This is an optimization exercise on Yosys and OpenROAD, whose aim is small area, a short achievable clock period and few clock cycles per item, not a production implementation.
Where RTL was checked, it was by simulation tests only, not by an equivalence proof against the original.
No functional check of the RTL was part of run 5.
Power figures rest on the tool's default switching activity, not on a simulated workload.

**flow/config.mk**
```make
export PLATFORM = sky130hd
export DESIGN_NAME = muldiv_seq
export DESIGN_NICKNAME = muldiv_seq
export VERILOG_FILES = /design/flow/design.v
export SDC_FILE = /design/flow/constraint.sdc
export NUM_CORES = 4
export LEC_CHECK = 0
export CAP_MARGIN = 20
export CORE_MARGIN = 2
export CORE_UTILIZATION = 40
export SLEW_MARGIN = 20
```
**flow/design.v**
```verilog
module muldiv_seq #(
    parameter int XLEN = 64
) (
    input  logic            clk,
    input  logic            reset,
    input  logic            start_i,
    input  logic [3:0]      op_i,
    input  logic [XLEN-1:0] a_i,
    input  logic [XLEN-1:0] b_i,
    input  logic            flush_i,
    input  logic            ack_i,
    output logic            busy_o,
    output logic            stall_o,
    output logic            done_o,
    output logic [XLEN-1:0] result_o,
    output logic [1:0]      dbg_state_o
);
    logic busy_q, done_q;
    logic ph_mul_q, ph_prep_q, ph_div_q, ph_fix_q;
    logic w_q, rem_q, sa_q, sb_q, negres_q;
    logic b1one_q, b1two_q, b1neg_q, b2one_q, b2two_q, b2neg_q;
    logic cx_q, asel_y_q, aselz_q, ainv_q;
    logic [5:0]  jd_q, cnt_q;
    logic [64:0] r_q;    
    logic [64:0] x_q;    
    logic [63:0] y_q;    
    function automatic logic [64:0] wsext(input logic w, input logic [64:0] v);
        wsext = w ? {{33{v[31]}}, v[31:0]} : v;
    endfunction
    function automatic logic [6:0] lzc64(input logic [63:0] v);
        logic [31:0][1:0] c1;
        logic [15:0][2:0] c2;
        logic [7:0][3:0]  c3;
        logic [3:0][4:0]  c4;
        logic [1:0][5:0]  c5;
        for (int i = 0; i < 32; i++)
            c1[i] = v[2*i+1] ? 2'd0 : (v[2*i] ? 2'd1 : 2'd2);
        for (int i = 0; i < 16; i++)
            c2[i] = c1[2*i+1][1] ? {c1[2*i][1], ~c1[2*i][1], c1[2*i][0]}
                                 : {1'b0, c1[2*i+1]};
        for (int i = 0; i < 8; i++)
            c3[i] = c2[2*i+1][2] ? {c2[2*i][2], ~c2[2*i][2], c2[2*i][1:0]}
                                 : {1'b0, c2[2*i+1]};
        for (int i = 0; i < 4; i++)
            c4[i] = c3[2*i+1][3] ? {c3[2*i][3], ~c3[2*i][3], c3[2*i][2:0]}
                                 : {1'b0, c3[2*i+1]};
        for (int i = 0; i < 2; i++)
            c5[i] = c4[2*i+1][4] ? {c4[2*i][4], ~c4[2*i][4], c4[2*i][3:0]}
                                 : {1'b0, c4[2*i+1]};
        lzc64 = c5[1][5] ? {c5[0][5], ~c5[0][5], c5[0][4:0]} : {1'b0, c5[1]};
    endfunction
    function automatic logic [2:0] booth(input logic hi, input logic lo, input logic prev);
        booth = {lo ^ prev,
                 (hi & ~lo & ~prev) | (~hi & lo & prev),
                 hi & ~(lo & prev)};
    endfunction
    logic accept, working;
    logic d_mul, d_w, d_sgn, d_rem, d_legal, d_sx;
    logic [63:0] a_ext, b_ext, ymul, xmul;
    logic [6:0]  ca, cb, cbr;
    logic [7:0]  jdiff;
    logic        swap, d_sa, d_sb, d_bzero, d_early;
    logic [2:0]  d_bt1, d_bt2;
    always_comb begin
        accept  = !busy_q && start_i && !flush_i;
        working = busy_q && !done_q;
        d_mul   = (op_i == 4'd0) || (op_i == 4'd1);
        d_w     = (op_i == 4'd1) || (op_i == 4'd6) || (op_i == 4'd7) ||
                  (op_i == 4'd8) || (op_i == 4'd9);
        d_sgn   = (op_i == 4'd2) || (op_i == 4'd4) || (op_i == 4'd6) || (op_i == 4'd8);
        d_rem   = (op_i == 4'd4) || (op_i == 4'd5) || (op_i == 4'd8) || (op_i == 4'd9);
        d_legal = (op_i <= 4'd9);
        d_sx    = d_sgn || d_mul;
        a_ext   = d_w ? {{32{d_sx & a_i[31]}}, a_i[31:0]} : a_i;
        b_ext   = d_w ? {{32{d_sx & b_i[31]}}, b_i[31:0]} : b_i;
        d_sa    = d_sgn & a_ext[63];
        d_sb    = d_sgn & b_ext[63];
        ca    = lzc64(a_ext ^ {64{d_sx & a_ext[63]}});
        cbr   = lzc64(b_ext ^ {64{d_sx & b_ext[63]}});
        cb    = cbr[6] ? 7'd63 : cbr;
        swap  = cbr > ca;
        jdiff   = {2'b00, cb[5:0]} + {7'd0, d_sa} - {1'b0, ca};
        d_bzero = (b_ext == 64'd0);
        d_early = jdiff[7] | d_bzero;
        ymul  = swap ? b_ext : a_ext;
        xmul  = swap ? a_ext : b_ext;
        d_bt1 = booth(ymul[1], ymul[0], 1'b0);
        d_bt2 = booth(ymul[3], ymul[2], ymul[1]);
    end
    logic [65:0] op_a, sel1, sel2, op1, op2, cs_s, cs_c, sum;
    logic [65:0] x66;
    always_comb begin
        x66  = {x_q[64], x_q};
        op_a = (aselz_q ? 66'd0 : (asel_y_q ? {2'b00, y_q} : {r_q[64], r_q}))
               ^ {66{ainv_q}};
        sel1 = b1one_q ? x66 : (b1two_q ? {x66[64:0], 1'b0} : 66'd0);
        sel2 = b2one_q ? {x66[63:0], 2'b00} : (b2two_q ? {x66[62:0], 3'b000} : 66'd0);
        op1  = sel1 ^ {66{b1neg_q}};
        op2  = sel2 ^ {66{b2neg_q}};
        cs_s = op_a ^ op1 ^ op2;
        cs_c = {((op_a & op1) | (op_a & op2) | (op1 & op2)), b1neg_q};
        sum  = cs_s + cs_c[65:0] + {65'd0, b2neg_q | cx_q};
    end
    logic mul_last, div_last, rneg, wfin;
    logic [2:0] n_bt1, n_bt2;
    always_comb begin
        mul_last = (&y_q[63:3]) | ~(|y_q[63:3]);
        div_last = (cnt_q == 6'd0);
        rneg     = sum[64];
        n_bt1    = booth(y_q[5], y_q[4], y_q[3]);
        n_bt2    = booth(y_q[7], y_q[6], y_q[5]);
        wfin     = w_q & (ph_fix_q | (ph_mul_q & mul_last) | (ph_div_q & rem_q & div_last));
    end
    always_ff @(posedge clk) begin
        if (!reset) begin
            busy_q    <= 1'b0;
            done_q    <= 1'b0;
            ph_mul_q  <= 1'b0;
            ph_prep_q <= 1'b0;
            ph_div_q  <= 1'b0;
            ph_fix_q  <= 1'b0;
        end else if (accept) begin
            busy_q    <= 1'b1;
            done_q    <= !d_legal;
            ph_mul_q  <= d_legal && d_mul;
            ph_prep_q <= d_legal && !d_mul && !d_early;
            ph_div_q  <= 1'b0;
            ph_fix_q  <= d_legal && !d_mul && d_early;
        end else if (working && flush_i) begin
            busy_q    <= 1'b0;
            ph_mul_q  <= 1'b0;
            ph_prep_q <= 1'b0;
            ph_div_q  <= 1'b0;
            ph_fix_q  <= 1'b0;
        end else if (done_q) begin
            if (ack_i || flush_i) begin
                busy_q <= 1'b0;
                done_q <= 1'b0;
            end
        end else begin
            if (ph_mul_q && mul_last) begin
                ph_mul_q <= 1'b0;
                done_q   <= 1'b1;
            end
            if (ph_prep_q) begin
                ph_prep_q <= 1'b0;
                ph_div_q  <= 1'b1;
            end
            if (ph_div_q && div_last) begin
                ph_div_q <= 1'b0;
                if (!rem_q || rneg || negres_q) ph_fix_q <= 1'b1;
                else done_q <= 1'b1;
            end
            if (ph_fix_q) begin
                ph_fix_q <= 1'b0;
                done_q   <= 1'b1;
            end
        end
    end
    always_ff @(posedge clk) begin
        if (accept) begin
            w_q      <= d_w;
            rem_q    <= d_rem;
            sa_q     <= d_sa;
            sb_q     <= d_sb;
            negres_q <= d_rem ? d_sa : (d_sa ^ d_sb);
            jd_q     <= d_mul ? 6'd4 : jdiff[5:0];   
            r_q      <= (d_mul || !d_legal) ? 65'd0 : {1'b0, a_ext};
            x_q      <= d_mul ? {xmul[63], xmul} : {d_sb, b_ext};
            y_q      <= d_mul ? ymul : 64'd0;
            {b1one_q, b1two_q, b1neg_q} <= d_mul ? d_bt1 : 3'b000;
            {b2one_q, b2two_q, b2neg_q} <= d_mul ? d_bt2 : 3'b000;
            cx_q     <= !d_mul && !d_early && d_sa;
            ainv_q   <= !d_mul && (d_early ? (!d_rem && d_bzero) : d_sa);
            aselz_q  <= !d_mul && d_early && !d_rem;
            asel_y_q <= 1'b0;
        end else if (working) begin
            r_q <= wsext(wfin, {sum[64] & ~ph_prep_q, sum[63:0]});
            if (ph_mul_q) begin
                x_q <= x_q << jd_q;
                y_q <= {{4{y_q[63]}}, y_q[63:4]};
                {b1one_q, b1two_q, b1neg_q} <= n_bt1;
                {b2one_q, b2two_q, b2neg_q} <= n_bt2;
            end
            if (ph_prep_q) begin
                x_q     <= x_q << jd_q;
                cnt_q   <= jd_q;
                b1one_q <= 1'b1;
                b1neg_q <= ~sb_q;
                cx_q    <= 1'b0;
                ainv_q  <= 1'b0;
            end
            if (ph_div_q) begin
                y_q <= {y_q[62:0], ~rneg};
                if (!div_last) begin
                    x_q     <= {x_q[64], x_q[64:1]};
                    cnt_q   <= cnt_q - 6'd1;
                    b1neg_q <= ~rneg ^ sb_q;
                end else begin
                    asel_y_q <= !rem_q;
                    ainv_q   <= negres_q;
                    cx_q     <= negres_q;
                    b1one_q  <= rem_q && rneg;
                    b1neg_q  <= rem_q && rneg && (negres_q ^ sb_q);
                end
            end
        end
    end
    always_comb begin
        busy_o      = busy_q;
        done_o      = done_q;
        stall_o     = accept || working;
        result_o    = r_q[63:0];
        dbg_state_o = {done_q, working};
    end
endmodule
```
**flow/run.sh**
```bash
#!/bin/bash
# synth_recipe.tcl (not shown) runs the flow's synth.tcl, then flattens the netlist and writes it again
# the make line also repeats each setting of config.mk as NAME=value (left out here)
make -C /OpenROAD-flow-scripts/flow DESIGN_CONFIG=/design/flow/config.mk WORK_HOME=/design/flow/orfs CLKGATE_MAP_FILE= SYNTH_SCRIPT=/design/flow/synth_recipe.tcl finish
```
**flow/constraint.sdc**
```tcl
create_clock -name core_clock -period 7.0 [get_ports {clk}]
set_input_delay 1.4000 -clock core_clock [delete_from_list [all_inputs] [get_ports {clk}]]
set_output_delay 1.4000 -clock core_clock [all_outputs]
set_load 0.01 [all_outputs]
```
==> impl_metrics.prom, run 1 <==
# TYPE chip_impl_metric gauge
chip_impl_metric{name="cts_made_buffers",unit=""} 21
chip_impl_metric{name="synthCells",unit=""} 4110
chip_impl_metric{name="p_leak",unit="µW"} 0.0138
chip_impl_info{name="synth_top_flop_cell",value="edfxtp_1"} 1
chip_impl_metric{name="starting_density_of_the_core",unit="%"} 40.4
chip_impl_metric{name="power.share.combinational",unit="%"} 74.0
chip_impl_info{name="netlist.top_cell.by_area",value="edfxtp_1"} 1
chip_impl_metric{name="antenna_found_initial",unit=""} 5
chip_impl_metric{name="gpl.final_weighted_congestion",unit=""} 0.992
chip_impl_metric{name="cts.path.max_buffers",unit=""} 3
chip_impl_info{name="tritoncts",value="done"} 1
chip_impl_metric{name="final.min_clock_period",unit="ns"} 6.72
chip_impl_metric{name="worst_ir_drop_vdd",unit="mV"} 0.207
chip_impl_info{name="hold_class",value="reg -> reg"} 1
chip_impl_metric{name="achievable-frequency",unit="MHz"} 149
chip_impl_metric{name="grt_start_max_net_pins",unit=""} 85
chip_impl_metric{name="timing.reg2reg.worst_path_depth",unit=""} 19
chip_impl_metric{name="die_w",unit="µm"} 292
chip_impl_metric{name="power_frac_seq",unit="%"} 17.7
chip_impl_metric{name="power.share.switching",unit="%"} 53.4
chip_impl_metric{name="post_cts_buffers",unit=""} 0
chip_impl_metric{name="num-fill-cells",unit=""} 8167
chip_impl_metric{name="critical_path_peak_fanout",unit=""} 32
chip_impl_metric{name="vias_in_the_first_global_route",unit=""} 31918
chip_impl_metric{name="insertion_delay",unit="ns"} 0.53
chip_impl_metric{name="die-area",unit="mm²"} 0.0850
chip_impl_metric{name="synth-async-reset-ratio",unit="%"} 0
chip_impl_metric{name="worst_clock_skew",unit="ns"} 0.0188
chip_impl_metric{name="ant_nets",unit=""} 0
chip_impl_metric{name="worst_slew_margin_rel",unit="%"} 30.6
chip_impl_info{name="worstSetupEndpointType",value="flop"} 1
chip_impl_metric{name="core-area",unit="mm²"} 0.0820
chip_impl_metric{name="synth_cell_type_count",unit=""} 101
chip_impl_metric{name="hpwlAfterDp",unit="µm"} 113000
chip_impl_metric{name="io_pins",unit=""} 206
chip_impl_metric{name="maxSlewViolCount",unit=""} 0
chip_impl_metric{name="p_per_area",unit="mW/mm²"} 370
chip_impl_metric{name="fin_crit_sh",unit="%"} 96.0
chip_impl_info{name="final_cell_mix",value="nand2_1 (348), buf_4 (308), a21oi_1 (287), o21ai_0 (279), nor2_1 (247)"} 1
chip_impl_metric{name="crit_required",unit="ns"} 7.24
chip_impl_metric{name="finalSetupTns",unit="ns"} 0
chip_impl_info{name="grt_setup_unrepaired",value="no"} 1
chip_impl_info{name="critPathKind",value="in -> reg"} 1
chip_impl_info{name="ys_top_cells_by_area",value="edfxtp_1 (20%), mux2i_1 (7.2%), xnor2_1 (4.4%)"} 1
chip_impl_info{name="status",value="timing/DRC/antenna clean"} 1
chip_impl_metric{name="grt.met3_usage",unit="%"} 6.69
chip_impl_metric{name="drv.max_cap_violation_count",unit=""} 0
chip_impl_metric{name="first_drt_iteration_drcs",unit=""} 5440
chip_impl_metric{name="holdWs",unit="ns"} 0.572
chip_impl_metric{name="grtUsageMet2",unit="%"} 50.9
chip_impl_metric{name="synthesis_warnings",unit=""} 1
chip_impl_metric{name="vias",unit=""} 34645
chip_impl_metric{name="synth_area_per_cell",unit="µm²"} 8.05
chip_impl_metric{name="overflow",unit=""} 0
chip_impl_metric{name="layout-area-overhead-vs-synth",unit="%"} 13.6
chip_impl_metric{name="intPower",unit="µW"} 6470
chip_impl_metric{name="global_route.usage.total",unit="%"} 32.9
chip_impl_metric{name="cell_depth_of_the_worst_min_delay_path",unit=""} 2
chip_impl_metric{name="timing.final.setup_violations",unit=""} 0
chip_impl_metric{name="yosys.area.top_type_share",unit="%"} 19.9
chip_impl_metric{name="layout-drive-gt1-share",unit="%"} 13.2
chip_impl_metric{name="layout.area.seq",unit="mm²"} 0.00672
chip_impl_metric{name="rows",unit=""} 105
chip_impl_info{name="startpoint_type",value="input pin"} 1
chip_impl_metric{name="worst_pin_slew",unit="ns"} 1.04
chip_impl_metric{name="instances_no_fill",unit=""} 5261
chip_impl_metric{name="cts-hold-fix-buffers",unit=""} 0
chip_impl_metric{name="die_y",unit="µm"} 292
chip_impl_metric{name="critical_path_arrival",unit="ns"} 6.96
chip_impl_metric{name="syn-cell-area",unit="mm²"} 0.0331
chip_impl_metric{name="synth-seq-area-share",unit="%"} 20.3
chip_impl_metric{name="firstDrtPassIters",unit=""} 9
chip_impl_metric{name="timing_hold_violations_final",unit=""} 0
chip_impl_metric{name="p_clk_share",unit="%"} 8.2
chip_impl_metric{name="area_of_combinational_cells_with_multiple_inputs",unit="mm²"} 0.0236
chip_impl_metric{name="number_of_levels_the_h_tree_was_split_into",unit=""} 1
chip_impl_metric{name="nNetsFinal",unit=""} 4468
chip_impl_metric{name="final_util",unit="%"} 45.8
chip_impl_metric{name="met1_usage",unit="%"} 44.7
chip_impl_metric{name="sink_count",unit=""} 226
chip_impl_metric{name="p_sw",unit="µW"} 7420
chip_impl_metric{name="finalWirelength",unit="µm"} 146000
chip_impl_metric{name="buffer_ports.inserted",unit=""} 205
chip_impl_metric{name="via_per_inst",unit=""} 6.59
chip_impl_metric{name="synth_fp_nets",unit=""} 4403
chip_impl_metric{name="route.detailed.wl_per_inst",unit="µm"} 27.8
chip_impl_metric{name="grt_first_pass_wirelength",unit="µm"} 213000
chip_impl_metric{name="number_of_synthesized_flops_with_an_enable_pin",unit=""} 219
chip_impl_metric{name="drc",unit=""} 0
chip_impl_metric{name="place.detailed.instances",unit=""} 5221
chip_impl_info{name="global_route.peak_usage_layer",value="met2"} 1
chip_impl_metric{name="synth_seq_cells",unit=""} 226
chip_impl_info{name="clock_tree.root_cell",value="clkbuf_16"} 1
chip_impl_info{name="layout.cells.most_common",value="nand2_1"} 1
chip_impl_metric{name="clock_slew_at_the_register_clock_pins_of_the_worst_setup_and_hold_paths",unit="ns"} 0.07
chip_impl_metric{name="total_power",unit="µW"} 13900
-- Yosys cell counts, drive strengths merged (9+ instances only) --
library cell / n
nand2: 355
o21ai: 325
a21oi: 289
clkbuf: 261
nor2: 251
mux2i: 239
buf: 230
edfxtp: 219
xnor2: 168
nand3: 146
inv: 140
a22oi: 129
o211ai: 104
xor2: 93
o22ai: 91
ha: 89
fa: 67
nor2b: 66
mux4: 65
a21o: 60
o221ai: 57
nand4: 54
nor3: 54
a211oi: 47
a31oi: 45
and2: 43
mux2: 43
nor4: 38
and3: 26
a221o: 24
o31ai: 22
nand2b: 20
o21bai: 19
or3: 18
or2: 16
a221oi: 14
o211a: 14
a311oi: 12
o221a: 11
o311ai: 10
o21a: 9
or4: 9
-- metrics by stage --
step	worst slack (ns)	instance area [µm²]
after global routing	0.00817	37600
after floorplan	0.590	33100
after global placement	-0.393	36900
after CTS	0.0893	37500
after detailed placement	-0.428	36900
final	0.281	37600
-- flip-flops by register name, indices dropped and copies added, names as in the netlist, 6 cells and up --
register and cells:
r_q 65, x_q 65, y_q 64, cnt_q 6
jd_q 6
-- layout make-up --
type                       instances  area share [%]
tap                             1070            3.56
clock inverter                     9           0.186
multi-input combinational       3253            62.8
timing repair buffer             533            12.6
sequential                       226            17.9
antenna                            3          0.0200
inverter                         140            1.41
clock buffer                      27            1.46
-- layer usage --
layer  wire length [µm]  vias up  share of wire (%)
met2              64200     2253                 44
met5                 13        -             0.0089
met4               7450        2                5.1
li1                   -    15411                  -
met1              57200    16658                 39
met3              17400      321                 12
-- power by group through the flow --
stage               clock [µW]  combinational [µW]  sequential [µW]
detailed placement           0                9820             2460
floorplan                    0                6560             2160
finish                    1140               10300             2460
CTS                       1130                9900             2440
global route              1170               11000             2460
global placement             0                9850             2460
-- critical path, cell delays in order --
cell	delay (ns)
clkdlybuf4s50_1	0.59
nor4bb_4	0.45
buf_4	0.19
a211oi_1	0.04
o211a_1	0.23
or3_1	0.38
o22a_1	0.21
buf_4	0.15
nor4b_4	0.24
buf_4	0.20
o311ai_0	0.16
a221oi_1	0.43
o41a_1	0.24
ha_1	0.16
nor2b_1	0.04
o21ai_0	0.14
a21oi_1	0.09
a211oi_1	0.22
nor2_1	0.09
maj3_4	0.42
and2_2	0.27
buf_12	0.18
a21oi_1	0.29
o21ai_1	0.11
-- kinds of logic after synthesis --
logic type	count (synthesis)	synth area share, %
xor+xnor	261	6.91
compound gates	1348	26.8
fa+ha+maj	157	7.46
buf+inv	631	8.61
mux	347	13.1
flops	226	20.3
simple gates	1140	16.8
-- worst paths after layout --
kind / from / end / slack [ns]
max: op_i[0] / x_q[1] / 0.28
min: ph_fix_q / ph_fix_q / 0.57
max reg2reg: b1one_q / r_q[62] / 0.58
min reg2reg: ph_fix_q / ph_fix_q / 0.57
-- timing repair --
action	4_1_cts	5_1_grt
resized for setup	0	5
setup endpoints to repair	0	107
endpoints found under the hold margin	0	0
Testbench counts, summed over its fixed seeds: cycles 17,329, ops 1,920.
==> run 2: changes to the inputs <==
--- a/flow/design.v
+++ b/flow/design.v
@@ -60,6 +60,7 @@
     logic [6:0]  ca, cb, cbr;
     logic [7:0]  jdiff;
     logic        swap, d_sa, d_sb, d_bzero, d_early;
+    logic [7:0]  ga, gb, ta, tb;
     logic [2:0]  d_bt1, d_bt2;
     always_comb begin
         accept  = !busy_q && start_i && !flush_i;
@@ -78,11 +79,21 @@
         ca    = lzc64(a_ext ^ {64{d_sx & a_ext[63]}});
         cbr   = lzc64(b_ext ^ {64{d_sx & b_ext[63]}});
         cb    = cbr[6] ? 7'd63 : cbr;
-        swap  = cbr > ca;
+        for (int k = 0; k < 8; k++) begin
+            ga[k] = (a_ext[8*k +: 8] == {8{a_ext[63]}});
+            gb[k] = (b_ext[8*k +: 8] == {8{b_ext[63]}});
+        end
+        ta[7] = ga[7];
+        tb[7] = gb[7];
+        for (int k = 6; k >= 0; k--) begin
+            ta[k] = ta[k+1] & ga[k];
+            tb[k] = tb[k+1] & gb[k];
+        end
+        swap  = |(tb & ~ta);
         jdiff   = {2'b00, cb[5:0]} + {7'd0, d_sa} - {1'b0, ca};
         d_bzero = (b_ext == 64'd0);
         d_early = jdiff[7] | d_bzero;
-        ymul  = swap ? b_ext : a_ext;
+        ymul  = (d_mul && swap) ? b_ext : a_ext;
         xmul  = swap ? a_ext : b_ext;
         d_bt1 = booth(ymul[1], ymul[0], 1'b0);
         d_bt2 = booth(ymul[3], ymul[2], ymul[1]);
@@ -165,24 +176,29 @@
             sb_q     <= d_sb;
             negres_q <= d_rem ? d_sa : (d_sa ^ d_sb);
             jd_q     <= d_mul ? 6'd4 : jdiff[5:0];   
-            r_q      <= (d_mul || !d_legal) ? 65'd0 : {1'b0, a_ext};
+            r_q      <= 65'd0;
             x_q      <= d_mul ? {xmul[63], xmul} : {d_sb, b_ext};
-            y_q      <= d_mul ? ymul : 64'd0;
+            y_q      <= ymul;
             {b1one_q, b1two_q, b1neg_q} <= d_mul ? d_bt1 : 3'b000;
             {b2one_q, b2two_q, b2neg_q} <= d_mul ? d_bt2 : 3'b000;
             cx_q     <= !d_mul && !d_early && d_sa;
             ainv_q   <= !d_mul && (d_early ? (!d_rem && d_bzero) : d_sa);
             aselz_q  <= !d_mul && d_early && !d_rem;
-            asel_y_q <= 1'b0;
-        end else if (working) begin
+            asel_y_q <= !d_mul;
+        end else begin
+            if (ph_mul_q)       y_q <= {{4{y_q[63]}}, y_q[63:4]};
+            else if (ph_prep_q) y_q <= 64'd0;
+            else                y_q <= {y_q[62:0], ~rneg};
+        end
+        if (!accept && working) begin
             r_q <= wsext(wfin, {sum[64] & ~ph_prep_q, sum[63:0]});
             if (ph_mul_q) begin
                 x_q <= x_q << jd_q;
-                y_q <= {{4{y_q[63]}}, y_q[63:4]};
                 {b1one_q, b1two_q, b1neg_q} <= n_bt1;
                 {b2one_q, b2two_q, b2neg_q} <= n_bt2;
             end
             if (ph_prep_q) begin
+                asel_y_q <= 1'b0;
                 x_q     <= x_q << jd_q;
                 cnt_q   <= jd_q;
                 b1one_q <= 1'b1;
@@ -191,7 +207,6 @@
                 ainv_q  <= 1'b0;
             end
             if (ph_div_q) begin
-                y_q <= {y_q[62:0], ~rneg};
                 if (!div_last) begin
                     x_q     <= {x_q[64], x_q[64:1]};
                     cnt_q   <= cnt_q - 6'd1;
--- a/flow/config.mk
+++ b/flow/config.mk
@@ -8,4 +8,5 @@
 export CAP_MARGIN = 20
 export CORE_MARGIN = 2
 export CORE_UTILIZATION = 40
+export SETUP_SLACK_MARGIN = 1.5
 export SLEW_MARGIN = 20
==> run 2 against run 1 <==
Against the previous run:
- count of clock-buffer cells in the layout rose by 13
- first-iteration DRC count is 24% lower
- flip-flop and latch count unchanged
- register-to-register slack better by 1.1 ns
- via count is 2.2% lower
- clock skew grew 0.018 ns
- final cell count up 0.78%
- fmax rose by 21%
- non-clock buffer count is 31 lower
- worst setup slack better by 1.2 ns
- power shrank 31%
- largest cell class unchanged
- largest power group unchanged
==> impl_metrics.prom, run 2 <==
# TYPE chip_impl_metric gauge
chip_impl_metric{name="layout-drive-gt1-share",unit="%"} 16.0
chip_impl_info{name="ys_top_cells_by_area",value="dfxtp_1 (9.1%), edfxtp_1 (8.1%), xnor2_1 (6.5%)"} 1
chip_impl_info{name="startpoint_type",value="input pin"} 1
chip_impl_metric{name="synth-adder-area-share",unit="%"} 7.64
chip_impl_metric{name="synth_fp_nets",unit=""} 4473
chip_impl_metric{name="synth_cell_type_count",unit=""} 97
chip_impl_metric{name="critical_path_peak_fanout",unit=""} 6
chip_impl_info{name="crit_family",value="compound AO/OA/AOI/OAI gates"} 1
chip_impl_info{name="synth_top_family_by_area",value="compound AO/OA/AOI/OAI gates"} 1
chip_impl_metric{name="syn-cell-area",unit="mm²"} 0.0313
chip_impl_metric{name="yosys.area.top_type_share",unit="%"} 9.08
chip_impl_metric{name="sink_count",unit=""} 226
chip_impl_metric{name="global_route.usage.total",unit="%"} 32.3
chip_impl_metric{name="io_pins",unit=""} 206
chip_impl_metric{name="die_y",unit="µm"} 284
chip_impl_info{name="critPathKind",value="in -> reg"} 1
chip_impl_metric{name="finalSetupTns",unit="ns"} 0
chip_impl_metric{name="fin_crit_sh",unit="%"} 79.3
chip_impl_metric{name="synthCells",unit=""} 4185
chip_impl_metric{name="route.detailed.wl_per_inst",unit="µm"} 26.0
chip_impl_metric{name="vias",unit=""} 33887
chip_impl_metric{name="hpwlAfterDp",unit="µm"} 106000
chip_impl_info{name="status",value="timing/DRC/antenna clean"} 1
chip_impl_metric{name="num-fill-cells",unit=""} 7639
chip_impl_info{name="largest_registers",value="r_q (65), x_q (65), y_q (64)"} 1
chip_impl_metric{name="final.min_clock_period",unit="ns"} 5.55
chip_impl_info{name="clock_tree.root_cell",value="clkbuf_16"} 1
chip_impl_metric{name="firstDrtPassIters",unit=""} 6
chip_impl_metric{name="placed_instance_area",unit="mm²"} 0.0342
chip_impl_info{name="global_route.peak_usage_layer",value="met2"} 1
chip_impl_metric{name="achievable-frequency",unit="MHz"} 180
chip_impl_metric{name="drc",unit=""} 0
chip_impl_metric{name="worst_slew_margin_rel",unit="%"} 15.1
chip_impl_metric{name="yosys.area_share.simple",unit="%"} 17.6
chip_impl_metric{name="timing.final.setup_violations",unit=""} 0
chip_impl_metric{name="synth-seq-area-share",unit="%"} 17.1
chip_impl_metric{name="grt_first_pass_wirelength",unit="µm"} 201000
chip_impl_metric{name="synth_area_per_cell",unit="µm²"} 7.48
chip_impl_metric{name="first_drt_iteration_drcs",unit=""} 4127
chip_impl_info{name="synth_top_flop_cell",value="dfxtp_1"} 1
chip_impl_metric{name="die_w",unit="µm"} 284
chip_impl_metric{name="worst_pin_slew",unit="ns"} 1.26
chip_impl_metric{name="synth_seq_cells",unit=""} 226
chip_impl_info{name="layout.cells.most_common",value="nand2_1"} 1
chip_impl_info{name="tritoncts",value="done"} 1
chip_impl_metric{name="number_of_synthesized_flops_with_an_enable_pin",unit=""} 84
chip_impl_metric{name="rows",unit=""} 102
chip_impl_metric{name="maxSlewViolCount",unit=""} 0
chip_impl_metric{name="critical_path_arrival",unit="ns"} 6.03
chip_impl_metric{name="worst_ir_drop_vdd",unit="mV"} 0.198
chip_impl_metric{name="starting_density_of_the_core",unit="%"} 40.4
chip_impl_info{name="netlist.top_cell.by_area",value="dfxtp_1"} 1
chip_impl_info{name="synth_most_common_cell",value="nand2_1"} 1
chip_impl_metric{name="p_per_area",unit="mW/mm²"} 257
chip_impl_metric{name="number_of_levels_the_h_tree_was_split_into",unit=""} 1
chip_impl_metric{name="insertion_delay",unit="ns"} 0.60
chip_impl_metric{name="via_per_inst",unit=""} 6.39
chip_impl_metric{name="met1_usage",unit="%"} 45.1
chip_impl_metric{name="grt_start_max_net_pins",unit=""} 90
chip_impl_metric{name="finalWirelength",unit="µm"} 138000
chip_impl_metric{name="core-area",unit="mm²"} 0.0775
chip_impl_metric{name="p_leak",unit="µW"} 0.0149
chip_impl_info{name="cp_common_cell",value="a21o_1"} 1
chip_impl_info{name="crit_path_top_delay_cell",value="o41ai_4"} 1
chip_impl_metric{name="layout-area-overhead-vs-synth",unit="%"} 19.9
chip_impl_metric{name="synth-async-reset-ratio",unit="%"} 0
chip_impl_metric{name="layout.area.seq",unit="mm²"} 0.00538
chip_impl_metric{name="die-area",unit="mm²"} 0.0805
chip_impl_metric{name="grt.met3_usage",unit="%"} 5.00
chip_impl_info{name="ys_top_cells_by_count",value="nand2_1 (414), a21oi_1 (372), nor2_1 (287), o21ai_0 (273), clkbuf_1 (268)"} 1
chip_impl_metric{name="ant_nets",unit=""} 0
chip_impl_info{name="hold_class",value="reg -> reg"} 1
chip_impl_metric{name="crit_required",unit="ns"} 7.47
chip_impl_metric{name="cts.path.max_buffers",unit=""} 3
chip_impl_metric{name="antenna_found_initial",unit=""} 8
chip_impl_metric{name="overflow",unit=""} 0
chip_impl_metric{name="final_util",unit="%"} 48.4
chip_impl_info{name="grt_setup_unrepaired",value="yes"} 1
chip_impl_metric{name="synthesis_warnings",unit=""} 1
chip_impl_info{name="worstSetupEndpointType",value="flop"} 1
chip_impl_metric{name="timing_hold_violations_final",unit=""} 0
chip_impl_metric{name="area_of_combinational_cells_with_multiple_inputs",unit="mm²"} 0.0240
chip_impl_info{name="final_cell_mix",value="nand2_1 (406), a21oi_1 (347), nor2_1 (273), o21ai_0 (255), xnor2_1 (230)"} 1
chip_impl_metric{name="grtUsageMet2",unit="%"} 50.0
chip_impl_metric{name="cpPeakStageDelay",unit="ns"} 0.34
chip_impl_metric{name="buffer_ports.inserted",unit=""} 205
chip_impl_metric{name="worst_clock_skew",unit="ns"} 0.0364
chip_impl_metric{name="xor_and_xnor_area_share_after_synthesis",unit="%"} 7.33
chip_impl_metric{name="post_synth_mux_area_share",unit="%"} 10.8
chip_impl_metric{name="nNetsFinal",unit=""} 4528
chip_impl_metric{name="gpl.final_weighted_congestion",unit=""} 1.05
chip_impl_metric{name="synth_compound_area_share",unit="%"} 29.6
chip_impl_metric{name="vias_in_the_first_global_route",unit=""} 30727
chip_impl_metric{name="drv.max_cap_violation_count",unit=""} 0
chip_impl_metric{name="cts_made_buffers",unit=""} 26
chip_impl_metric{name="clock_slew_at_the_register_clock_pins_of_the_worst_setup_and_hold_paths",unit="ns"} 0.06
chip_impl_metric{name="final_area",unit="mm²"} 0.0375
chip_impl_metric{name="path_buf_inv",unit=""} 4
-- run 2: changes by cell type after synthesis, moves of 64 or more --
cell / change
inv_1: +82
edfxtp_1: -135
nand3_1: -64
o22ai_1: -65
dfxtp_1: +135
mux2i_1: -64
a21oi_1: +83
-- run 2: cell families after synthesis --
group | Yosys count
AOI/OAI and AO/OA | 1402
DFF | 226
buffers and inverters | 706
xor gates and xnor gates | 262
and+or+nand+nor | 1168
muxes | 270
adders and majority gates | 151
-- run 2: layout make-up --
type                       count  area share, %
clock inverter                 7          0.137
clock buffer                  40           2.20
timing repair buffer         502           13.5
inverter                     229           2.32
tap                         1040           3.47
sequential                   226           14.3
antenna                        3         0.0200
multi-input combinational   3255           64.0
-- run 2: what timing repair did --
action,CTS,global route
hold buffers,0,0
gates resized for setup,141,201
cloned,10,3
pin swaps,51,70
setup buffers,55,35
endpoints found under the setup margin,148,44
-- run 2: metal layers --
layer  vias to the layer above  part of all wire [%]
met5                         -                 0.024
met2                      1846                    44
li1                      15335                     -
met4                         6                   4.7
met3                       324                   9.6
met1                     16376                    42
-- run 2: worst register-to-register path, cell delays in order (launching register included) --
cell and delay [ns]:
dfxtp_4 0.48, buf_4 0.31, buf_12 0.25, mux2i_1 0.22, nor2_1 0.07, xnor2_1 0.14
fa_1 0.49, inv_1 0.04, ha_1 0.38, a21o_1 0.22, o21bai_1 0.17, a21oi_1 0.18
o21ai_0 0.19, a221oi_2 0.41, o2111ai_4 0.20, a41o_1 0.31, a21o_1 0.18, a21oi_1 0.21
xnor2_1 0.10, buf_4 0.19, o41ai_2 0.37, a32o_1 0.19
-- run 2: worst paths after layout --
kind,startpoint,endpoint,slack [ns],cells past startpoint
max,op_i[3],ainv_q,1.45,27
min,ph_fix_q,ph_fix_q,0.58,2
max reg2reg,asel_y_q,done_q,1.66,21
min reg2reg,ph_fix_q,ph_fix_q,0.58,2
-- run 2: report_power, final --
group | internal (µW) | total, µW | switching, µW
combinational | 2470 | 5950 | 3480
clock | 812 | 1430 | 620
sequential | 1630 | 2260 | 624
-- run 2: stage by stage --
step,power (µW),setup WS (ns),instances,hold slack [ns]
finish,9640,1.45,5302,0.577
global route,10200,1.26,5301,0.607
CTS,9280,1.33,5261,0.566
detailed placement,7690,0.0805,5149,0.554
global placement,7690,0.174,5149,0.537
floorplan,5910,0.950,4185,0.461
Testbench counts of run 2, summed over its fixed seeds: cycles 17,377, ops 1,920.
==> run 3: changes to the inputs <==
--- a/flow/config.mk
+++ b/flow/config.mk
@@ -8,5 +8,5 @@
 export CAP_MARGIN = 20
 export CORE_MARGIN = 2
 export CORE_UTILIZATION = 40
-export SETUP_SLACK_MARGIN = 1.5
+export SETUP_SLACK_MARGIN = 2.5
 export SLEW_MARGIN = 20
==> run 3 against run 2 <==
Against the previous run:
- sequential share of layout area is 1.5 points lower
- still clean on timing, DRC and antenna
- largest power group unchanged
- utilization is 5.7 points higher
- via count is 4.5% higher
- clock power is 15% higher
- largest cell class unchanged
- critical path depth stayed put
- fmax is 0.10% higher
- power is 15% higher
- count of clock-buffer cells in the layout is 1 higher
- combinational power is about 20% higher
- wire length is 11% higher
- worst setup slack better by 0.0056 ns
==> impl_metrics.prom, run 3 <==
# TYPE chip_impl_metric gauge
chip_impl_info{name="status",value="timing/DRC/antenna clean"} 1
chip_impl_metric{name="timing_hold_violations_final",unit=""} 0
chip_impl_metric{name="xor_and_xnor_area_share_after_synthesis",unit="%"} 7.33
chip_impl_metric{name="global_route.usage.total",unit="%"} 35.5
chip_impl_metric{name="num-fill-cells",unit=""} 7282
chip_impl_info{name="grt_setup_unrepaired",value="yes"} 1
chip_impl_metric{name="hpwlAfterDp",unit="µm"} 109000
chip_impl_metric{name="p_sw",unit="µW"} 5370
chip_impl_metric{name="finalSetupTns",unit="ns"} 0
chip_impl_metric{name="buffer_ports.inserted",unit=""} 205
chip_impl_metric{name="number_of_synthesized_flops_with_an_enable_pin",unit=""} 84
chip_impl_metric{name="synth-async-reset-ratio",unit="%"} 0
chip_impl_metric{name="vias_in_the_first_global_route",unit=""} 32585
chip_impl_info{name="critPathKind",value="in -> reg"} 1
chip_impl_metric{name="yosys.area.top_type_share",unit="%"} 9.08
chip_impl_metric{name="worst_ir_drop_vdd",unit="mV"} 0.234
chip_impl_metric{name="crit_required",unit="ns"} 7.52
chip_impl_metric{name="starting_density_of_the_core",unit="%"} 40.4
chip_impl_metric{name="final_area",unit="mm²"} 0.0420
chip_impl_metric{name="p_leak",unit="µW"} 0.0166
chip_impl_metric{name="pre_cts_slack",unit="ns"} 0.168
chip_impl_info{name="timing.critical_path.from",value="op_i[3]"} 1
chip_impl_info{name="synth_top_family_by_area",value="compound AO/OA/AOI/OAI gates"} 1
chip_impl_metric{name="final.min_clock_period",unit="ns"} 5.55
chip_impl_metric{name="final_util",unit="%"} 54.2
chip_impl_metric{name="synth_seq_cells",unit=""} 226
chip_impl_metric{name="synth-adder-area-share",unit="%"} 7.64
chip_impl_metric{name="die_y",unit="µm"} 284
chip_impl_metric{name="intPower",unit="µW"} 5690
chip_impl_metric{name="cts-hold-fix-buffers",unit=""} 0
chip_impl_metric{name="drv.max_cap_violation_count",unit=""} 0
chip_impl_metric{name="fin_crit_sh",unit="%"} 79.2
chip_impl_metric{name="synth_compound_area_share",unit="%"} 29.6
chip_impl_metric{name="synthesis_warnings",unit=""} 1
chip_impl_metric{name="first_drt_iteration_drcs",unit=""} 4788
chip_impl_metric{name="io_pins",unit=""} 206
chip_impl_info{name="synth_most_common_cell",value="nand2_1"} 1
chip_impl_metric{name="holdWs",unit="ns"} 0.581
chip_impl_metric{name="achievable-frequency",unit="MHz"} 180
chip_impl_info{name="largest_registers",value="r_q (65), x_q (65), y_q (64)"} 1
chip_impl_metric{name="route.detailed.wl_per_inst",unit="µm"} 27.9
chip_impl_info{name="clock_tree.root_cell",value="clkbuf_16"} 1
chip_impl_metric{name="nNetsFinal",unit=""} 4707
chip_impl_metric{name="synthCells",unit=""} 4185
chip_impl_metric{name="synth-seq-area-share",unit="%"} 17.1
chip_impl_metric{name="die_w",unit="µm"} 284
chip_impl_metric{name="post-route-worst-setup-slack",unit="ns"} 1.45
chip_impl_metric{name="yosys.area_share.simple",unit="%"} 17.6
chip_impl_info{name="layout.cells.most_common",value="nand2_1"} 1
chip_impl_info{name="hold_class",value="reg -> reg"} 1
chip_impl_metric{name="drc",unit=""} 0
chip_impl_info{name="synth_top_flop_cell",value="dfxtp_1"} 1
chip_impl_metric{name="cts.path.max_buffers",unit=""} 3
chip_impl_metric{name="core-area",unit="mm²"} 0.0775
chip_impl_metric{name="clock_slew_at_the_register_clock_pins_of_the_worst_setup_and_hold_paths",unit="ns"} 0.06
chip_impl_info{name="crit_reg_reg_startpoint",value="asel_y_q"} 1
chip_impl_info{name="cp_common_cell",value="buf_6"} 1
chip_impl_info{name="final_cell_mix",value="nand2_1 (349), a21oi_1 (298), buf_4 (297), nor2_1 (266), xnor2_1 (225)"} 1
chip_impl_metric{name="post_synth_mux_area_share",unit="%"} 10.8
chip_impl_metric{name="power_frac_seq",unit="%"} 20.6
chip_impl_metric{name="layout-drive-gt1-share",unit="%"} 25.6
chip_impl_metric{name="number_of_levels_the_h_tree_was_split_into",unit=""} 1
chip_impl_metric{name="critical_path_arrival",unit="ns"} 6.07
chip_impl_info{name="worstSetupEndpointType",value="flop"} 1
chip_impl_metric{name="cpPeakStageDelay",unit="ns"} 0.38
chip_impl_metric{name="power.share.combinational",unit="%"} 64.5
chip_impl_info{name="ys_top_cells_by_area",value="dfxtp_1 (9.1%), edfxtp_1 (8.1%), xnor2_1 (6.5%)"} 1
chip_impl_metric{name="layout-area-overhead-vs-synth",unit="%"} 34.1
chip_impl_metric{name="rows",unit=""} 102
chip_impl_metric{name="placed_instance_area",unit="mm²"} 0.0344
chip_impl_metric{name="critical_path_peak_fanout",unit=""} 7
chip_impl_info{name="netlist.top_cell.by_area",value="dfxtp_1"} 1
chip_impl_metric{name="via_per_inst",unit=""} 6.45
chip_impl_metric{name="antenna_found_initial",unit=""} 10
chip_impl_metric{name="synth_fp_nets",unit=""} 4473
chip_impl_metric{name="sink_count",unit=""} 226
chip_impl_metric{name="worst_clock_skew",unit="ns"} 0.0500
chip_impl_metric{name="vias",unit=""} 35401
chip_impl_metric{name="met3_wirelength",unit="µm"} 16500
chip_impl_metric{name="die-area",unit="mm²"} 0.0805
chip_impl_info{name="top_signal_layer_used",value="met5"} 1
chip_impl_info{name="ys_top_cells_by_count",value="nand2_1 (414), a21oi_1 (372), nor2_1 (287), o21ai_0 (273), clkbuf_1 (268)"} 1
chip_impl_metric{name="power.share.switching",unit="%"} 48.6
chip_impl_info{name="hold_path.startpoint",value="ph_fix_q"} 1
chip_impl_metric{name="firstDrtPassIters",unit=""} 7
chip_impl_info{name="tritoncts",value="done"} 1
chip_impl_metric{name="p_clk_share",unit="%"} 14.9
chip_impl_metric{name="gpl.final_weighted_congestion",unit=""} 1.01
chip_impl_metric{name="grt_first_pass_wirelength",unit="µm"} 218000
chip_impl_metric{name="finalWirelength",unit="µm"} 153000
chip_impl_metric{name="grt_start_max_net_pins",unit=""} 144
chip_impl_metric{name="detailroute.wirelength.met2",unit="µm"} 65900
chip_impl_metric{name="ant_nets",unit=""} 0
chip_impl_metric{name="timing.final.setup_violations",unit=""} 0
chip_impl_metric{name="synth_area_per_cell",unit="µm²"} 7.48
chip_impl_metric{name="p_per_area",unit="mW/mm²"} 264
chip_impl_metric{name="cts_made_buffers",unit=""} 30
chip_impl_metric{name="insertion_delay",unit="ns"} 0.64
chip_impl_info{name="crit_path_top_delay_cell",value="o41ai_4"} 1
chip_impl_metric{name="synth_cell_type_count",unit=""} 97
chip_impl_metric{name="syn-cell-area",unit="mm²"} 0.0313
chip_impl_info{name="startpoint_type",value="input pin"} 1
chip_impl_metric{name="wl_met1",unit="µm"} 64000
chip_impl_metric{name="overflow",unit=""} 0
chip_impl_metric{name="worst_slew_margin_rel",unit="%"} 21.9
chip_impl_metric{name="worst_pin_slew",unit="ns"} 1.16
chip_impl_metric{name="maxSlewViolCount",unit=""} 0
-- run 3: cell counts after synthesis --
Identical to the previous run, type by type.
-- run 3: critical path: cells and delay by family --
kind | cells | cell delay, ns
AO/OA/AOI/OAI | 11 | 2.23
AND/OR/NAND/NOR | 7 | 1.11
buffers and inverters | 7 | 0.81
adder cells (fa/ha/maj) | 2 | 0.51
-- run 3: what timing repair did --
item,4_1_cts,5_1_grt
cloned,25,21
setup buffers,129,103
pin swaps,148,172
resized for setup,410,430
hold endpoints to repair,0,0
setup endpoints to repair,193,173
-- run 3: power by group through the flow --
stage	sequential, µW	combinational (µW)	clock [µW]
global placement	2260	5480	0
finish	2280	7140	1650
global route	2260	7660	1690
floorplan	1780	4200	0
detailed placement	2260	5480	0
CTS	2230	6400	1650
-- run 3: layer usage --
metal / GRT usage [%] / up-vias
li1: - / 15724
met1: 49.3 / 17257
met2: 53.7 / 2062
met3: 8.10 / 344
met4: 12.4 / 14
met5: 0 / -
-- run 3: cell families (layout without fill, tap and decap cells) --
family | after synthesis | after routing
simple gates | 1168 | 1176
mux | 270 | 270
fa+ha+maj | 151 | 151
buf+inv | 706 | 956
flops | 226 | 226
compound gates | 1402 | 1402
other cells | 0 | 3
xor+xnor | 262 | 262
-- run 3: area by class of cell --
type / count / area (µm²) / area share, %
multi-input combinational: 3261 / 26100 / 62.1
tap: 1040 / 1300 / 3.10
timing repair buffer: 668 / 7230 / 17.2
clock buffer: 41 / 896 / 2.13
timing repair inverter: 3 / 38.8 / 0.0924
inverter: 229 / 891 / 2.12
clock inverter: 15 / 145 / 0.346
sequential: 226 / 5390 / 12.8
antenna: 3 / 7.51 / 0.0179
-- run 3: final timing paths --
path                   end  slack (ns)  cells after the start
setup / recovery    ainv_q        1.45                     27
hold / removal    ph_fix_q        0.58                      2
setup reg to reg    y_q[0]        1.83                     20
hold reg to reg   ph_fix_q        0.58                      2
-- run 3: through the flow --
step | total power [µW] | instances
floorplan | 5980 | 4185
global placement | 7740 | 5149
detailed placement | 7740 | 5149
CTS | 10300 | 5359
global route | 11600 | 5486
finish | 11100 | 5486
==> run 4: changes to the inputs <==
--- a/flow/config.mk
+++ b/flow/config.mk
@@ -8,5 +8,5 @@
 export CAP_MARGIN = 20
 export CORE_MARGIN = 2
 export CORE_UTILIZATION = 40
-export SETUP_SLACK_MARGIN = 2.5
+export SETUP_SLACK_MARGIN = 0.3
 export SLEW_MARGIN = 20
==> run 4 against run 3 <==
Against the previous run:
- sequential power barely moved
- utilization fell by 8.5 points
- largest cell class unchanged
- fmax is 13% lower
- non-clock buffer count down 218
- clock skew down 0.0021 ns
- still clean
- critical path type unchanged
==> impl_metrics.prom, run 4 <==
# TYPE chip_impl_metric gauge
chip_impl_info{name="status",value="timing/DRC/antenna clean"} 1
chip_impl_metric{name="placed_instance_area",unit="mm²"} 0.0344
chip_impl_metric{name="synth_seq_cells",unit=""} 226
chip_impl_metric{name="finalSetupTns",unit="ns"} 0
chip_impl_metric{name="critical_path_peak_fanout",unit=""} 16
chip_impl_metric{name="number_of_synthesized_flops_with_an_enable_pin",unit=""} 84
chip_impl_metric{name="vias",unit=""} 33345
chip_impl_metric{name="timing.final.setup_violations",unit=""} 0
chip_impl_metric{name="drc",unit=""} 0
chip_impl_info{name="ys_top_cells_by_count",value="nand2_1 (414), a21oi_1 (372), nor2_1 (287), o21ai_0 (273), clkbuf_1 (268)"} 1
chip_impl_metric{name="maxSlewViolCount",unit=""} 0
chip_impl_metric{name="vias_in_the_first_global_route",unit=""} 30306
chip_impl_metric{name="synth_cell_type_count",unit=""} 97
chip_impl_metric{name="clock_slew_at_the_register_clock_pins_of_the_worst_setup_and_hold_paths",unit="ns"} 0.06
chip_impl_metric{name="p_leak",unit="µW"} 0.0141
chip_impl_metric{name="synth-async-reset-ratio",unit="%"} 0
chip_impl_info{name="hold_class",value="reg -> reg"} 1
chip_impl_metric{name="cts.path.max_buffers",unit=""} 3
chip_impl_metric{name="cts_made_buffers",unit=""} 27
chip_impl_metric{name="yosys.area.top_type_share",unit="%"} 9.08
chip_impl_info{name="grt_setup_unrepaired",value="no"} 1
chip_impl_metric{name="synth_fp_nets",unit=""} 4473
chip_impl_metric{name="antenna_found_initial",unit=""} 5
chip_impl_metric{name="nNetsFinal",unit=""} 4475
chip_impl_info{name="crit_path_top_delay_cell",value="clkdlybuf4s50_1"} 1
chip_impl_metric{name="area_of_combinational_cells_with_multiple_inputs",unit="mm²"} 0.0229
chip_impl_metric{name="worst_ir_drop_vdd",unit="mV"} 0.216
chip_impl_info{name="critPathKind",value="in -> reg"} 1
chip_impl_metric{name="layout.area.seq",unit="mm²"} 0.00538
chip_impl_metric{name="synth-adder-area-share",unit="%"} 7.64
chip_impl_metric{name="syn-cell-area",unit="mm²"} 0.0313
chip_impl_metric{name="cpPeakStageDelay",unit="ns"} 0.39
chip_impl_metric{name="path_buf_inv",unit=""} 6
chip_impl_metric{name="finalWirelength",unit="µm"} 134000
chip_impl_metric{name="critical_path_arrival",unit="ns"} 6.88
chip_impl_metric{name="first_drt_iteration_drcs",unit=""} 3907
chip_impl_metric{name="firstDrtPassIters",unit=""} 6
chip_impl_metric{name="p_per_area",unit="mW/mm²"} 263
chip_impl_metric{name="crit_required",unit="ns"} 7.53
chip_impl_metric{name="timing_hold_violations_final",unit=""} 0
chip_impl_info{name="netlist.top_cell.by_area",value="dfxtp_1"} 1
chip_impl_info{name="crit_family",value="compound AO/OA/AOI/OAI gates"} 1
chip_impl_info{name="final_cell_mix",value="nand2_1 (412), a21oi_1 (370), nor2_1 (284), o21ai_0 (270), buf_4 (235)"} 1
chip_impl_info{name="cp_common_cell",value="buf_4"} 1
chip_impl_info{name="ys_top_cells_by_area",value="dfxtp_1 (9.1%), edfxtp_1 (8.1%), xnor2_1 (6.5%)"} 1
chip_impl_metric{name="grt_first_pass_wirelength",unit="µm"} 198000
chip_impl_metric{name="global_route.usage.total",unit="%"} 31.9
chip_impl_info{name="startpoint_type",value="input pin"} 1
chip_impl_metric{name="synthCells",unit=""} 4185
chip_impl_metric{name="synth-seq-area-share",unit="%"} 17.1
chip_impl_metric{name="final_util",unit="%"} 45.7
chip_impl_metric{name="core-area",unit="mm²"} 0.0775
chip_impl_info{name="layout.cells.most_common",value="nand2_1"} 1
chip_impl_metric{name="layout-area-overhead-vs-synth",unit="%"} 13.1
chip_impl_metric{name="synthesis_warnings",unit=""} 1
chip_impl_metric{name="rows",unit=""} 102
chip_impl_metric{name="num-fill-cells",unit=""} 7990
chip_impl_metric{name="drv.max_cap_violation_count",unit=""} 0
chip_impl_metric{name="achievable-frequency",unit="MHz"} 157
chip_impl_info{name="clock_tree.root_cell",value="clkbuf_16"} 1
chip_impl_metric{name="worst_pin_slew",unit="ns"} 1.28
chip_impl_metric{name="overflow",unit=""} 0
chip_impl_info{name="synth_top_family_by_area",value="compound AO/OA/AOI/OAI gates"} 1
chip_impl_metric{name="worst_slew_margin_rel",unit="%"} 13.8
chip_impl_metric{name="buffer_ports.inserted",unit=""} 205
chip_impl_info{name="worstSetupEndpointType",value="flop"} 1
chip_impl_metric{name="yosys.area_share.simple",unit="%"} 17.6
chip_impl_metric{name="final_area",unit="mm²"} 0.0354
chip_impl_metric{name="route.detailed.wl_per_inst",unit="µm"} 25.5
chip_impl_info{name="synth_most_common_cell",value="nand2_1"} 1
chip_impl_metric{name="starting_density_of_the_core",unit="%"} 40.4
chip_impl_metric{name="sink_count",unit=""} 226
chip_impl_metric{name="die-area",unit="mm²"} 0.0805
chip_impl_metric{name="synth_area_per_cell",unit="µm²"} 7.48
chip_impl_metric{name="total_power",unit="µW"} 9320
chip_impl_metric{name="grt_start_max_net_pins",unit=""} 95
chip_impl_metric{name="die_w",unit="µm"} 284
chip_impl_metric{name="number_of_levels_the_h_tree_was_split_into",unit=""} 1
chip_impl_metric{name="fin_crit_sh",unit="%"} 90.8
chip_impl_metric{name="io_pins",unit=""} 206
chip_impl_info{name="largest_registers",value="r_q (65), x_q (65), y_q (64)"} 1
chip_impl_metric{name="holdWs",unit="ns"} 0.590
chip_impl_metric{name="final.min_clock_period",unit="ns"} 6.35
chip_impl_metric{name="synth_compound_area_share",unit="%"} 29.6
chip_impl_metric{name="worst_clock_skew",unit="ns"} 0.0480
chip_impl_metric{name="insertion_delay",unit="ns"} 0.62
chip_impl_info{name="tritoncts",value="done"} 1
chip_impl_metric{name="die_y",unit="µm"} 284
chip_impl_metric{name="xor_and_xnor_area_share_after_synthesis",unit="%"} 7.33
chip_impl_metric{name="post_synth_mux_area_share",unit="%"} 10.8
chip_impl_metric{name="ant_nets",unit=""} 0
chip_impl_metric{name="gpl.final_weighted_congestion",unit=""} 1.08
chip_impl_info{name="synth_top_flop_cell",value="dfxtp_1"} 1
chip_impl_metric{name="hpwlAfterDp",unit="µm"} 106000
chip_impl_metric{name="layout-drive-gt1-share",unit="%"} 10.9
chip_impl_metric{name="via_per_inst",unit=""} 6.35
run 4: logic make-up (layout without fill, tap and decap cells):
family          count (synthesis)  count (layout)
compound gates               1402            1402
buf+inv                       706             728
fa+ha+maj                     151             151
flops                         226             226
other cells                     0               4
xor+xnor                      262             262
simple gates                 1168            1168
mux                           270             270
run 4: path summary, 6_finish.rpt:
check	startpoint	to	slack, ns	cells past startpoint
setup / recovery	op_i[0]	ph_fix_q	0.65	27
hold reg to reg	y_q[2]	y_q[3]	0.59	2
hold / removal	y_q[2]	y_q[3]	0.59	2
setup reg to reg	b1two_q	done_q	0.71	20
run 4: area by class of cell:
type                       instances  share of cell area (%)
clock buffer                      42                    2.39
multi-input combinational       3253                    64.8
tap                             1040                    3.68
clock inverter                     7                   0.159
inverter                         229                    2.44
sequential                       226                    15.2
timing repair buffer             450                    11.3
antenna                            4                  0.0283
run 4: per-stage QoR:
step           instances  setup WS (ns)
6_report            5251          0.647
5_1_grt             5250          0.312
4_1_cts             5247          0.615
3_5_place_dp        5198         0.0641
3_3_place_gp        5198          0.106
2_1_floorplan       4185          0.583
run 4: per-layer routing:
metal | up-vias | global-route usage [%] | wire, µm | share of wire (%)
met3 | 275 | 5.87 | 12700 | 9.5
met1 | 16153 | 44.2 | 57000 | 43
met4 | 2 | 11.2 | 5640 | 4.2
li1 | 15224 | - | - | -
met5 | - | 0 | 13 | 0.0097
met2 | 1691 | 49.5 | 58400 | 44
run 4: power breakdown:
| part | leakage [µW] | internal [µW] | switching (µW) |
|---|---|---|---|
| registers | 0.00201 | 1630 | 622 |
| logic | 0.0116 | 2280 | 3310 |
| clock network | 0.000449 | 831 | 642 |
| total | 0.0141 | 4740 | 4580 |
run 4: worst register-to-register path, stage by stage, from the launching register on:
cell	delay [ns]
dfxtp_1	0.46
nor2b_4	0.69
buf_4	0.46
a22oi_1	0.14
xnor2_1	0.18
fa_1	0.52
inv_1	0.05
ha_1	0.39
a21oi_1	0.23
o21ai_0	0.18
a21oi_1	0.32
o21ai_0	0.20
a221oi_1	0.46
o2111ai_1	0.30
a41o_1	0.34
a21o_1	0.18
a21oi_1	0.21
xnor2_1	0.10
buf_4	0.19
o41ai_1	0.46
a32o_1	0.19
run 4: timing repair:
| item | in CTS | in global routing |
|---|---|---|
| hold buffers | 0 | 0 |
| gates resized for setup | 0 | 15 |
| setup buffers | 0 | 0 |
| endpoints found under the setup margin | 0 | 3 |
==> run 5: changes to the inputs <==
--- a/flow/design.v
+++ b/flow/design.v
@@ -20,7 +20,8 @@
     logic w_q, rem_q, sa_q, sb_q, negres_q;
     logic b1one_q, b1two_q, b1neg_q, b2one_q, b2two_q, b2neg_q;
     logic cx_q, asel_y_q, aselz_q, ainv_q;
-    logic [5:0]  jd_q, cnt_q;
+    logic [6:0]  jd_q;
+    logic [5:0]  cnt_q, sh;
     logic [64:0] r_q;    
     logic [64:0] x_q;    
     logic [63:0] y_q;    
@@ -60,7 +61,7 @@
     logic [6:0]  ca, cb, cbr;
     logic [7:0]  jdiff;
     logic        swap, d_sa, d_sb, d_bzero, d_early;
-    logic [7:0]  ga, gb, ta, tb;
+    logic [7:0]  ga, gb, ta, tb, tas;
     logic [2:0]  d_bt1, d_bt2;
     always_comb begin
         accept  = !busy_q && start_i && !flush_i;
@@ -80,8 +81,8 @@
         cbr   = lzc64(b_ext ^ {64{d_sx & b_ext[63]}});
         cb    = cbr[6] ? 7'd63 : cbr;
         for (int k = 0; k < 8; k++) begin
-            ga[k] = (a_ext[8*k +: 8] == {8{a_ext[63]}});
-            gb[k] = (b_ext[8*k +: 8] == {8{b_ext[63]}});
+            ga[k] = (a_ext[8*k +: 8] == {8{d_sx & a_ext[63]}});
+            gb[k] = (b_ext[8*k +: 8] == {8{d_sx & b_ext[63]}});
         end
         ta[7] = ga[7];
         tb[7] = gb[7];
@@ -92,7 +93,10 @@
         swap  = |(tb & ~ta);
         jdiff   = {2'b00, cb[5:0]} + {7'd0, d_sa} - {1'b0, ca};
         d_bzero = (b_ext == 64'd0);
-        d_early = jdiff[7] | d_bzero;
+        tas[0] = ta[0] & ~d_sa;
+        for (int k = 1; k < 8; k++)
+            tas[k] = ta[k] & (~d_sa | a_ext[8*k-1]);
+        d_early = |(tas & ~tb) | d_bzero;
         ymul  = (d_mul && swap) ? b_ext : a_ext;
         xmul  = swap ? a_ext : b_ext;
         d_bt1 = booth(ymul[1], ymul[0], 1'b0);
@@ -120,6 +124,7 @@
         rneg     = sum[64];
         n_bt1    = booth(y_q[5], y_q[4], y_q[3]);
         n_bt2    = booth(y_q[7], y_q[6], y_q[5]);
+        sh       = jd_q[6] ? 6'd0 : jd_q[5:0];
         wfin     = w_q & (ph_fix_q | (ph_mul_q & mul_last) | (ph_div_q & rem_q & div_last));
     end
     always_ff @(posedge clk) begin
@@ -175,7 +180,7 @@
             sa_q     <= d_sa;
             sb_q     <= d_sb;
             negres_q <= d_rem ? d_sa : (d_sa ^ d_sb);
-            jd_q     <= d_mul ? 6'd4 : jdiff[5:0];   
+            jd_q     <= d_mul ? 7'd4 : {jdiff[7], jdiff[5:0]};   
             r_q      <= 65'd0;
             x_q      <= d_mul ? {xmul[63], xmul} : {d_sb, b_ext};
             y_q      <= ymul;
@@ -193,14 +198,14 @@
         if (!accept && working) begin
             r_q <= wsext(wfin, {sum[64] & ~ph_prep_q, sum[63:0]});
             if (ph_mul_q) begin
-                x_q <= x_q << jd_q;
+                x_q <= x_q << sh;
                 {b1one_q, b1two_q, b1neg_q} <= n_bt1;
                 {b2one_q, b2two_q, b2neg_q} <= n_bt2;
             end
             if (ph_prep_q) begin
                 asel_y_q <= 1'b0;
-                x_q     <= x_q << jd_q;
-                cnt_q   <= jd_q;
+                x_q     <= x_q << sh;
+                cnt_q   <= sh;
                 b1one_q <= 1'b1;
                 b1neg_q <= ~sb_q;
                 cx_q    <= 1'b0;
--- a/flow/config.mk
+++ b/flow/config.mk
@@ -8,5 +8,5 @@
 export CAP_MARGIN = 20
 export CORE_MARGIN = 2
 export CORE_UTILIZATION = 40
-export SETUP_SLACK_MARGIN = 0.3
+export SETUP_SLACK_MARGIN = 1.5
 export SLEW_MARGIN = 20
==> run 5 against run 4 <==
Against the previous run:
- still clean
- register-to-register slack improved by 0.93 ns
- synthesized cell count fell by 0.81%
- sequential power rose by about 10%
- power rose by 51%
- global-route usage rose by 1.0 points
- clock skew fell by 0.020 ns
- largest cell class unchanged
==> impl_metrics.prom, run 5 <==
# TYPE chip_impl_metric gauge
chip_impl_info{name="status",value="timing/DRC/antenna clean"} 1
chip_impl_info{name="synth_top_flop_cell",value="dfxtp_1"} 1
chip_impl_metric{name="vias_in_the_first_global_route",unit=""} 30494
chip_impl_metric{name="yosys.area.top_type_share",unit="%"} 10.1
chip_impl_metric{name="number_of_levels_the_h_tree_was_split_into",unit=""} 1
chip_impl_metric{name="achievable-frequency",unit="MHz"} 186
chip_impl_metric{name="nNetsFinal",unit=""} 4489
chip_impl_metric{name="yosys.area_share.simple",unit="%"} 17.9
chip_impl_info{name="worstSetupEndpointType",value="flop"} 1
chip_impl_metric{name="gpl.final_weighted_congestion",unit=""} 1.07
chip_impl_info{name="critPathKind",value="in -> reg"} 1
chip_impl_metric{name="synthCells",unit=""} 4151
chip_impl_metric{name="firstDrtPassIters",unit=""} 6
chip_impl_metric{name="synthesis_warnings",unit=""} 1
chip_impl_metric{name="crit_required",unit="ns"} 7.49
chip_impl_metric{name="final_area",unit="mm²"} 0.0365
chip_impl_metric{name="instances_no_fill",unit=""} 5204
chip_impl_metric{name="vias",unit=""} 33379
chip_impl_info{name="ys_top_cells_by_area",value="mux2i_1 (10%), dfxtp_1 (9.3%), edfxtp_1 (8.3%)"} 1
chip_impl_metric{name="synth-adder-area-share",unit="%"} 7.77
chip_impl_metric{name="die_y",unit="µm"} 281
chip_impl_metric{name="worst_clock_skew",unit="ns"} 0.0275
chip_impl_metric{name="worst_pin_slew",unit="ns"} 1.03
-- run 5: timing repair --
| item | CTS | global route |
|---|---|---|
| gates cloned | 4 | 5 |
| pin swaps | 34 | 56 |
| gates resized for setup | 88 | 177 |
| setup endpoints to repair | 121 | 83 |
| buffers inserted | 43 | 50 |
-- run 5: cell families after synthesis --
logic type	count (synthesis)
AND/OR/NAND/NOR	1194
adder cells (fa/ha/maj)	150
buffers and inverters	671
XOR/XNOR	259
flip-flops	227
multiplexers	313
AO/OA/AOI/OAI	1337
-- run 5: metal layers --
| metal | vias up | routed length (µm) | track usage (%) |
|---|---|---|---|
| met5 | - | 0 | 0 |
| met4 | 0 | 9880 | 19.3 |
| met3 | 388 | 11200 | 4.31 |
| met2 | 1731 | 58900 | 51.0 |
| met1 | 16018 | 56000 | 43.7 |
| li1 | 15242 | - | - |
-- run 5: metrics by stage --
stage | utilization, % | hold slack (ns)
2_1_floorplan | - | 0.473
3_3_place_gp | 44.3 | 0.524
3_5_place_dp | 44.3 | 0.533
4_1_cts | 46.6 | 0.549
5_1_grt | 48.2 | 0.593
6_report | 48.2 | 0.546
-- run 5: final timing paths --
kind         startpoint       to  slack [ns]  cells after the start
max             a_i[63]  x_q[35]        1.62                     16
min              y_q[1]   y_q[2]        0.55                      2
max reg2reg     b1two_q  r_q[64]        1.64                     21
min reg2reg      y_q[1]   y_q[2]        0.55                      2
-- run 5: power breakdown --
group	internal [µW]	total (µW)	switching, µW
registers	1770	2480	715
logic	4150	10000	5860
clock network	929	1580	652
total	6850	14100	7220
-- run 5: final cells by class --
type                            count  area [µm²]  share of cell area, %
Timing Repair Buffer              489        4730                   12.9
Antenna cell                        1        2.50                0.00685
Tap cell                          978        1220                   3.35
Multi-Input combinational cell   3255       23400                   64.1
Clock inverter                      9        58.8                  0.161
Inverter                          199         759                   2.08
Sequential cell                   227        5410                   14.8
Clock buffer                       46         946                   2.59
-- run 5: critical path, cell delays in order --
cell             delay, ns
clkdlybuf4s50_1       0.47
nor3b_4               0.21
or3_4                 0.40
buf_12                0.17
buf_4                 0.13
or3_4                 0.40
a2bb2o_2              0.28
nand4_4               0.14
buf_4                 0.20
nor4_4                0.36
o221ai_4              0.19
o21ai_4               0.35
buf_6                 0.32
mux2i_1               0.48
o21ai_1               0.10
a22o_1                0.22

static timing again, ports no longer ideal:
How much do the figures lean on ideal ports? The routed layouts below were timed once more, with nothing changed but the port constraints. Step 1 (the two cells are an assumption about what drives the block):
set clk [get_ports {clk}]
set_driving_cell -lib_cell sky130_fd_sc_hd__clkbuf_16 $clk
set_driving_cell -lib_cell sky130_fd_sc_hd__buf_2 [delete_from_list [all_inputs] $clk]
Step 2 moves the port delays by t, midway between the first and last clock arrival at a register: inputs arrive t later, outputs are due t later. That takes back most of the time a late clock gives input paths. Slacks: ideal ports / drivers / drivers and shift; pairs: ideal ports / drivers.
| run | shift t [ns] | slack for setup (ns) | hold slack, ns |
|---|---|---|---|
| run 1 | 0.592 | 0.281 / 0.327 / -0.265 | 0.572 / 0.572 / 0.572 |
| run 2 | 0.646 | 1.449 / 1.466 / 0.820 | 0.577 / 0.577 / 0.577 |
| run 3 | 0.693 | 1.454 / 1.464 / 0.771 | 0.581 / 0.581 / 0.581 |
| run 4 | 0.651 | 0.647 / 0.679 / 0.028 | 0.590 / 0.590 / 0.590 |
| run 5 | 0.653 | 1.615 / 1.640 / 0.988 | 0.546 / 0.546 / 0.546 |
Met with ideal ports but missed after step 2: setup timing in run 1. For run 3, which loses most, drivers alone change the setup slack by +0.010 ns; drivers and shift together by -0.683 ns.
